What follows belongs to an exercise in optimizing a design on an open flow for small area; a production flow would make more cautious choices.
Function was checked by simulation only, so behaviour that the tests miss may differ from the original.

run 1:
## snake_game_top
module snake_game_top (
    input  wire                        clock_25,
    input  wire                        reset,
    input  wire                        turn_right_button,
    input  wire                        turn_left_button,
    input  wire                        game_tick,
    output snake_pkg::cell_t           head,
    output snake_pkg::cell_t           fruit,
    output logic [6-1:0] length,
    output logic [6:0]                 score,
    output logic                       started,
    output logic                       game_over
);
export LEC_CHECK = 0
export CAP_MARGIN = 20
export CORE_MARGIN = 2
export CORE_UTILIZATION = 40
export SLEW_MARGIN = 20
create_clock -name core_clock -period 10.0 [get_ports {clock_25}]
standard.sh (not shown) runs the stock make flow with config.mk's settings and CLKGATE_MAP_FILE= SYNTH_SCRIPT=/design/flow/synth_recipe.tcl, a recipe that flattens the netlist after the stock synthesis.
==> flow/flow/run.sh <==
#!/bin/bash
# Own layout flow: the standard flow (standard.sh) with these changes:
# - synthesis: synth_recipe.tcl unchanged except that the adder step is skipped
#   (ADDER_MAP_FILE empty) and abc maps with the script in mk_synth.sh at the real
#   clock period (10000 ps). Registers are the same as in the standard synthesis:
#   same passes before and after, same flop mapping.
# - every port still gets its buffer, but a buf_1 instead of a delay buffer;
# - clock tree synthesis without dummy loads.
set -euo pipefail
cd "$(dirname "$0")/.."
bash flow/mk_synth.sh synth_recipe.tcl > my_synth.tcl
bash standard.sh SYNTH_SCRIPT="$PWD/my_synth.tcl" ADDER_MAP_FILE= ABC_CLOCK_PERIOD_IN_PS=10000 \
    BUFFER_PORTS_ARGS="-buffer_cell sky130_fd_sc_hd__buf_1" \
    CTS_ARGS="-sink_clustering_enable -repair_clock_nets -dont_use_dummy_load" \
    finish > standard.log 2>&1
==> flow/flow/mk_synth.sh <==
#!/bin/bash
# Called by run.sh: writes my_synth.tcl from synth_recipe.tcl (argument 1).
# Same synthesis, except that the final abc mapping runs an area-oriented script:
# deep AIG resynthesis (&deepsyn, bounded in time), then delay-aware
# restructuring and mapping (&synch2, &nf at the clock period).
head -1 "$1"
cat <<'T'
proc abc {args} {
  set keep {}
  set skip 0
  foreach a $args {
    if {$skip} { set skip 0; continue }
    if {$a eq "-script"} { set skip 1; continue }
    lappend keep $a
  }
  lappend keep -script "+strash;&get -n;&deepsyn -T 150;&synch2;&nf {D};&put"
  yosys abc {*}$keep
}
T
tail -n +2 "$1"
Changes in run 2 relative to run 1:
--- a/flow/flow/run.sh
+++ b/flow/flow/run.sh
@@ -7,3 +7,3 @@
 # - every port still gets its buffer, but a buf_1 instead of a delay buffer;
-# - clock tree synthesis without dummy loads.
+# - clock tree synthesis with clkbuf_8 buffers and without dummy loads.
 set -euo pipefail
@@ -13,3 +13,3 @@
     BUFFER_PORTS_ARGS="-buffer_cell sky130_fd_sc_hd__buf_1" \
-    CTS_ARGS="-sink_clustering_enable -repair_clock_nets -dont_use_dummy_load" \
+    CTS_ARGS="-sink_clustering_enable -repair_clock_nets -dont_use_dummy_load -buf_list sky130_fd_sc_hd__clkbuf_8" \
     finish > standard.log 2>&1
--- a/flow/flow/mk_synth.sh
+++ b/flow/flow/mk_synth.sh
@@ -15,3 +15,3 @@
   }
-  lappend keep -script "+strash;&get -n;&deepsyn -T 150;&synch2;&nf {D};&put"
+  lappend keep -script "+strash;&get -n;&deepsyn -T 300;&synch2;&nf {D};&put"
   yosys abc {*}$keep
### Flow results
Arithmetic-cell share of the synthesized area counting full adders, half adders and majority gates delta (run 1 -> run 2): insignificant
Delta(multi-input logic portion of the cell area, run 2 - run 1) < 0
Changes observed in run 2 relative to run 1: overall die width now sits lower.
Compared with run 1, run 2 shows a higher sequential share of the synthesized area.
Comparing cell area after layout for run 1 and run 2, the smaller number came from run 2.
Going from run 1 to run 2, core occupancy in the finished layout decreased by 0.67 points relative to the old numbers; detailed-routed wire length on met2 neither gained nor lost much.
Run 2 ends up with higher final estimated routing congestion in global placement than run 1 does.
Relative to run 2, the following input files were edited for run 3:
==> flow/flow/run.sh <==
#!/bin/bash
# Own layout flow: the standard flow (standard.sh), with one change to synthesis.
# Synthesis is synth_recipe.tcl unchanged except that the adder step is skipped
# (ADDER_MAP_FILE empty) and abc maps with the script in mk_synth.sh at the real clock
# period (10000 ps) instead of ORFS's speed script. Registers are the same as in
# the standard synthesis: same passes before and after, same flop mapping.
set -euo pipefail
cd "$(dirname "$0")/.."
bash flow/mk_synth.sh synth_recipe.tcl > my_synth.tcl
bash standard.sh SYNTH_SCRIPT="$PWD/my_synth.tcl" ADDER_MAP_FILE= ABC_CLOCK_PERIOD_IN_PS=10000 finish > standard.log 2>&1
--- a/flow/flow/mk_synth.sh
+++ b/flow/flow/mk_synth.sh
@@ -15,3 +15,3 @@
   }
-  lappend keep -script "+strash;&get -n;&deepsyn -T 300;&synch2;&nf {D};&put"
+  lappend keep -script "+strash;&get -n;&deepsyn -T 150;&synch2;&nf {D};&put"
   yosys abc {*}$keep
Results
- [compare] base=run 2 new=run 3: average cell area after synthesis grew by about 1.8%, synthesized cell count roughly the same, highest attainable clock frequency now sits higher, met1 usage in global routing shows a reduction of 0.43 points.
- Area after synthesis went up by a few percent going from run 2 to run 3.
- [run 3] signal arrival time at the worst endpoint fell 0.74 ns relative to run 2
- On slew at the pin with the worst max-slew slack: between run 2 and run 3, it ends up lower for run 2.
- Clock period minus worst slack for run 3: 0.76 ns down relative to run 2
- Average vias per placed instance for run 3: 0.45% down relative to run 2

---

Another version of the RTL of snake_game_top (not shown whole).
For scale: ~48 I/O pins.
Settings: LEC_CHECK=0, CAP_MARGIN=20, CORE_MARGIN=2, CORE_UTILIZATION=40, SLEW_MARGIN=20; clock period 10.0 ns.
==> flow/flow/run.sh <==
#!/bin/bash
# Own layout flow: the standard flow (standard.sh), with one change to synthesis.
# Synthesis is synth_recipe.tcl unchanged except that the adder step is skipped
# (ADDER_MAP_FILE empty) and abc maps with its default script at the real clock
# period (10000 ps) instead of ORFS's speed script. Registers are the same as in
# the standard synthesis: same passes before and after, same flop mapping.
set -euo pipefail
cd "$(dirname "$0")/.."
bash flow/mk_synth.sh synth_recipe.tcl > my_synth.tcl
bash standard.sh SYNTH_SCRIPT="$PWD/my_synth.tcl" ADDER_MAP_FILE= ABC_CLOCK_PERIOD_IN_PS=10000 finish > standard.log 2>&1
==> flow/flow/mk_synth.sh <==
#!/bin/bash
# Called by run.sh
# make my_synth.tcl from synth_recipe.tcl: same synthesis, abc run with its default script
# usage: mk_synth.sh synth_recipe.tcl > my_synth.tcl
head -1 "$1"
cat <<'T'
proc abc {args} {
  set keep {}
  set skip 0
  foreach a $args {
    if {$skip} { set skip 0; continue }
    if {$a eq "-script"} { set skip 1; continue }
    lappend keep $a
  }
  yosys abc {*}$keep
}
T
tail -n +2 "$1"
The baseline reached the layout checks and failed them: setup timing.
Then changed:
==> flow/run.sh (new file) <==
#!/bin/bash
# synth_recipe.tcl (not shown) runs the flow's synth.tcl, then flattens the netlist and writes it again
# the make line also repeats each setting of config.mk as NAME=value (left out here)
make -C /OpenROAD-flow-scripts/flow DESIGN_CONFIG=/design/flow/config.mk WORK_HOME=/design/flow/orfs CLKGATE_MAP_FILE= SYNTH_SCRIPT=/design/flow/synth_recipe.tcl finish
removed: flow/flow/run.sh
removed: flow/flow/mk_synth.sh
removed: flow/standard.sh
After rerunning:
- The new run finished but fails on setup timing
- non-clock buffer count shrinks by 149
- count of clock-buffer cells in the layout drops by 1
- sequential share of layout area shrinks by 2.4 points
- wire length came out higher by about 18%
- critical path depth came out lower by 2

---

Another version of the RTL of snake_game_top (not shown whole).
For scale: about 2000 cells after synthesis, ~0.017 mm2 of cells after synthesis.
Settings: LEC_CHECK=0, CAP_MARGIN=20, CORE_MARGIN=2, CORE_UTILIZATION=40, SLEW_MARGIN=20; clock period 10.0 ns.
==> flow/flow/run.sh <==
#!/bin/bash
# Own layout flow: the standard flow (standard.sh) with these changes:
# - synthesis: synth_recipe.tcl unchanged except that the adder step is skipped
#   (ADDER_MAP_FILE empty) and abc maps with the script in mk_synth.sh at the real
#   clock period (10000 ps). Registers are the same as in the standard synthesis:
#   same passes before and after, same flop mapping.
# - every port still gets its buffer, but a buf_1 instead of a delay buffer;
# - clock tree synthesis with clkbuf_8 buffers and without dummy loads.
set -euo pipefail
cd "$(dirname "$0")/.."
bash flow/mk_synth.sh synth_recipe.tcl > my_synth.tcl
bash standard.sh SYNTH_SCRIPT="$PWD/my_synth.tcl" ADDER_MAP_FILE= ABC_CLOCK_PERIOD_IN_PS=10000 \
    BUFFER_PORTS_ARGS="-buffer_cell sky130_fd_sc_hd__buf_1" \
    CTS_ARGS="-sink_clustering_enable -repair_clock_nets -dont_use_dummy_load -buf_list sky130_fd_sc_hd__clkbuf_8" \
    finish > standard.log 2>&1
==> flow/flow/mk_synth.sh <==
#!/bin/bash
# Called by run.sh: writes my_synth.tcl from synth_recipe.tcl (argument 1).
# Same synthesis, except that the final abc mapping runs an area-oriented script:
# deep AIG resynthesis (&deepsyn, bounded in time), then delay-aware
# restructuring and mapping (&synch2, &nf at the clock period).
head -1 "$1"
cat <<'T'
proc abc {args} {
  set keep {}
  set skip 0
  foreach a $args {
    if {$skip} { set skip 0; continue }
    if {$a eq "-script"} { set skip 1; continue }
    lappend keep $a
  }
  lappend keep -script "+strash;&get -n;&deepsyn -T 600;&synch2;&nf {D};&put"
  yosys abc {*}$keep
}
T
tail -n +2 "$1"
The first run went through all stages and came out clean.
Change:
--- a/flow/flow/run.sh
+++ b/flow/flow/run.sh
@@ -6,5 +6,5 @@
 #   same passes before and after, same flop mapping.
 # - every port still gets its buffer, but a buf_1 instead of a delay buffer;
-# - clock tree synthesis with clkbuf_8 buffers and without dummy loads.
+# - clock tree synthesis with clkbuf_4 buffers and without dummy loads.
 set -euo pipefail
 cd "$(dirname "$0")/.."
@@ -12,4 +12,4 @@
 bash standard.sh SYNTH_SCRIPT="$PWD/my_synth.tcl" ADDER_MAP_FILE= ABC_CLOCK_PERIOD_IN_PS=10000 \
     BUFFER_PORTS_ARGS="-buffer_cell sky130_fd_sc_hd__buf_1" \
-    CTS_ARGS="-sink_clustering_enable -repair_clock_nets -dont_use_dummy_load -buf_list sky130_fd_sc_hd__clkbuf_8" \
+    CTS_ARGS="-sink_clustering_enable -repair_clock_nets -dont_use_dummy_load -buf_list sky130_fd_sc_hd__clkbuf_4" \
     finish > standard.log 2>&1
--- a/flow/flow/mk_synth.sh
+++ b/flow/flow/mk_synth.sh
@@ -14,5 +14,5 @@
     lappend keep $a
   }
-  lappend keep -script "+strash;&get -n;&deepsyn -T 600;&synch2;&nf {D};&put"
+  lappend keep -script "+strash;&get -n;&deepsyn -T 900;&synch2;&nf {D};&put"
   yosys abc {*}$keep
 }
The new run produced a clean layout.
Fmax came out higher by 0.65%.
Area after synthesis drops by 1.8%.
First-iteration DRC count falls by 0.95%.
Global-route usage climbs by 0.27 points.
Register-to-register slack is better by 0.06 ns.
Change:
--- a/flow/flow/run.sh
+++ b/flow/flow/run.sh
@@ -6,5 +6,6 @@
 #   same passes before and after, same flop mapping.
 # - every port still gets its buffer, but a buf_1 instead of a delay buffer;
-# - clock tree synthesis with clkbuf_4 buffers and without dummy loads.
+# - clock tree synthesis with clkbuf_4 buffers, clusters of at most 12 sinks within
+#   40 um, and without dummy loads.
 set -euo pipefail
 cd "$(dirname "$0")/.."
@@ -12,4 +13,4 @@
 bash standard.sh SYNTH_SCRIPT="$PWD/my_synth.tcl" ADDER_MAP_FILE= ABC_CLOCK_PERIOD_IN_PS=10000 \
     BUFFER_PORTS_ARGS="-buffer_cell sky130_fd_sc_hd__buf_1" \
-    CTS_ARGS="-sink_clustering_enable -repair_clock_nets -dont_use_dummy_load -buf_list sky130_fd_sc_hd__clkbuf_4" \
+    CTS_ARGS="-sink_clustering_enable -repair_clock_nets -dont_use_dummy_load -buf_list sky130_fd_sc_hd__clkbuf_4 -sink_clustering_size 12 -sink_clustering_max_diameter 40" \
     finish > standard.log 2>&1
--- a/flow/flow/mk_synth.sh
+++ b/flow/flow/mk_synth.sh
@@ -14,5 +14,5 @@
     lappend keep $a
   }
-  lappend keep -script "+strash;&get -n;&deepsyn -T 900;&synch2;&nf {D};&put"
+  lappend keep -script "+strash;&get -n;&deepsyn -T 600;&synch2;&nf {D};&put"
   yosys abc {*}$keep
 }
Cell area increases by 1.7%.
Die area increases by 1.8%.
Routed wire length decreases by 0.45%.
Cell count increases by 2.7%.
Count of clock-buffer cells in the layout decreases by 16.
Change:
--- a/flow/flow/mk_synth.sh
+++ b/flow/flow/mk_synth.sh
@@ -14,5 +14,5 @@
     lappend keep $a
   }
-  lappend keep -script "+strash;&get -n;&deepsyn -T 600;&synch2;&nf {D};&put"
+  lappend keep -script "+strash;&get -n;&deepsyn -T 900;&synch2;&nf {D};&put"
   yosys abc {*}$keep
 }
The changed run went through all stages and came out clean.
Die area decreases by 1.7%.
Sequential share of layout area rises by 0.72 points.
Hold slack gets better by 0.013 ns.
Register-to-register slack loses 0.11 ns.

---

snake_game_top, a different RTL version from the one above (not shown whole).
Size in the first run: about 2000 cells after synthesis, about 48 I/O pins.
==> flow/config.mk <==
export PLATFORM = sky130hd
export DESIGN_NAME = snake_game_top
export DESIGN_NICKNAME = snake_game_top
export VERILOG_FILES = /design/flow/design.v
export SDC_FILE = /design/flow/constraint.sdc
export NUM_CORES = 4
export LEC_CHECK = 0
export CAP_MARGIN = 20
export CORE_MARGIN = 2
export CORE_UTILIZATION = 40
export SLEW_MARGIN = 20
==> flow/constraint.sdc <==
create_clock -name core_clock -period 10.0 [get_ports {clock_25}]
set_input_delay 2.0000 -clock core_clock [delete_from_list [all_inputs] [get_ports {clock_25}]]
set_output_delay 2.0000 -clock core_clock [all_outputs]
set_load 0.01 [all_outputs]
==> flow/flow/run.sh <==
#!/bin/bash
# Own layout flow: the standard flow (standard.sh) with these changes:
# - synthesis: synth_recipe.tcl unchanged except that the adder step is skipped
#   (ADDER_MAP_FILE empty) and abc maps with the script in mk_synth.sh at the real
#   clock period (10000 ps). Registers are the same as in the standard synthesis:
#   same passes before and after, same flop mapping.
# - every port still gets its buffer, but a buf_1 instead of a delay buffer;
# - clock tree synthesis with clkbuf_4 buffers and without dummy loads.
set -euo pipefail
cd "$(dirname "$0")/.."
bash flow/mk_synth.sh synth_recipe.tcl > my_synth.tcl
bash standard.sh SYNTH_SCRIPT="$PWD/my_synth.tcl" ADDER_MAP_FILE= ABC_CLOCK_PERIOD_IN_PS=10000 \
    BUFFER_PORTS_ARGS="-buffer_cell sky130_fd_sc_hd__buf_1" \
    CTS_ARGS="-sink_clustering_enable -repair_clock_nets -dont_use_dummy_load -buf_list sky130_fd_sc_hd__clkbuf_4" \
    finish > standard.log 2>&1
==> flow/flow/mk_synth.sh <==
#!/bin/bash
# Called by run.sh: writes my_synth.tcl from synth_recipe.tcl (argument 1).
# Same synthesis, except that the final abc mapping runs an area-oriented script:
# deep AIG resynthesis (&deepsyn, bounded in time), then delay-aware
# restructuring and mapping (&synch2, &nf at the clock period).
head -1 "$1"
cat <<'T'
proc abc {args} {
  set keep {}
  set skip 0
  foreach a $args {
    if {$skip} { set skip 0; continue }
    if {$a eq "-script"} { set skip 1; continue }
    lappend keep $a
  }
  lappend keep -script "+strash;&get -n;&deepsyn -T 600;&synch2;&nf {D};&put"
  yosys abc {*}$keep
}
T
tail -n +2 "$1"
The starting point completed without violations.
Then changed:
--- a/flow/flow/run.sh
+++ b/flow/flow/run.sh
@@ -7,3 +7,4 @@
 # - every port still gets its buffer, but a buf_1 instead of a delay buffer;
-# - clock tree synthesis with clkbuf_4 buffers and without dummy loads.
+# - clock tree synthesis with clkbuf_4 buffers, clusters of at most 12 sinks within
+#   40 um, and without dummy loads.
 set -euo pipefail
@@ -13,3 +14,3 @@
     BUFFER_PORTS_ARGS="-buffer_cell sky130_fd_sc_hd__buf_1" \
-    CTS_ARGS="-sink_clustering_enable -repair_clock_nets -dont_use_dummy_load -buf_list sky130_fd_sc_hd__clkbuf_4" \
+    CTS_ARGS="-sink_clustering_enable -repair_clock_nets -dont_use_dummy_load -buf_list sky130_fd_sc_hd__clkbuf_4 -sink_clustering_size 12 -sink_clustering_max_diameter 40" \
     finish > standard.log 2>&1
Area after synthesis is unchanged.
Final cell count goes down slightly.
Fmax goes down slightly.

re-timing with driven ports:
The flow's constraints put no driver on any port. The routed layouts listed below were extracted and timed again, unchanged, in two steps. Step 1, drivers: a clkbuf_16 drives clock_25 and a buf_2 each remaining input, both assumed. Step 2 moves the port delays by t, midway between the first and last clock arrival at a register: inputs arrive t later, outputs are due t later. That takes back most of the time a late clock gives input paths. Three values: ideal, step 1, step 2; two values: the first two.
| run | shift t [ns] | setup slack, ns | worst data-port slew with drivers (ns) | cell pins on the clock port's net |
|---|---|---|---|---|
| run 1 | 0.619 | 1.157 / 1.157 / 1.157 | 0.03 | 1 |
| run 2 | 0.625 | 0.530 / 0.530 / 0.530 | 0.03 | 1 |
| run 3 | 0.642 | 1.292 / 1.292 / 1.292 | 0.04 | 1 |
| the first run of note 2 | 0.563 | -1.598 / -1.598 / -1.598 | 0.03 | 1 |
| the second run of note 2 | 0.566 | -2.417 / -2.417 / -2.417 | 0.03 | 1 |
| the first run of note 3 | 0.606 | 0.998 / 0.998 / 0.998 | 0.03 | 1 |
| the second run of note 3 | 0.802 | 1.056 / 1.056 / 1.056 | 0.04 | 1 |
| the third run of note 3 | 0.766 | 1.092 / 1.092 / 1.092 | 0.03 | 1 |
| the fourth run of note 3 | 0.755 | 0.978 / 0.978 / 0.978 | 0.04 | 1 |
| the first run of note 4 | 0.804 | 0.949 / 0.949 / 0.949 | 0.03 | 1 |
| the second run of note 4 | 0.782 | 0.832 / 0.832 / 0.832 | 0.03 | 1 |
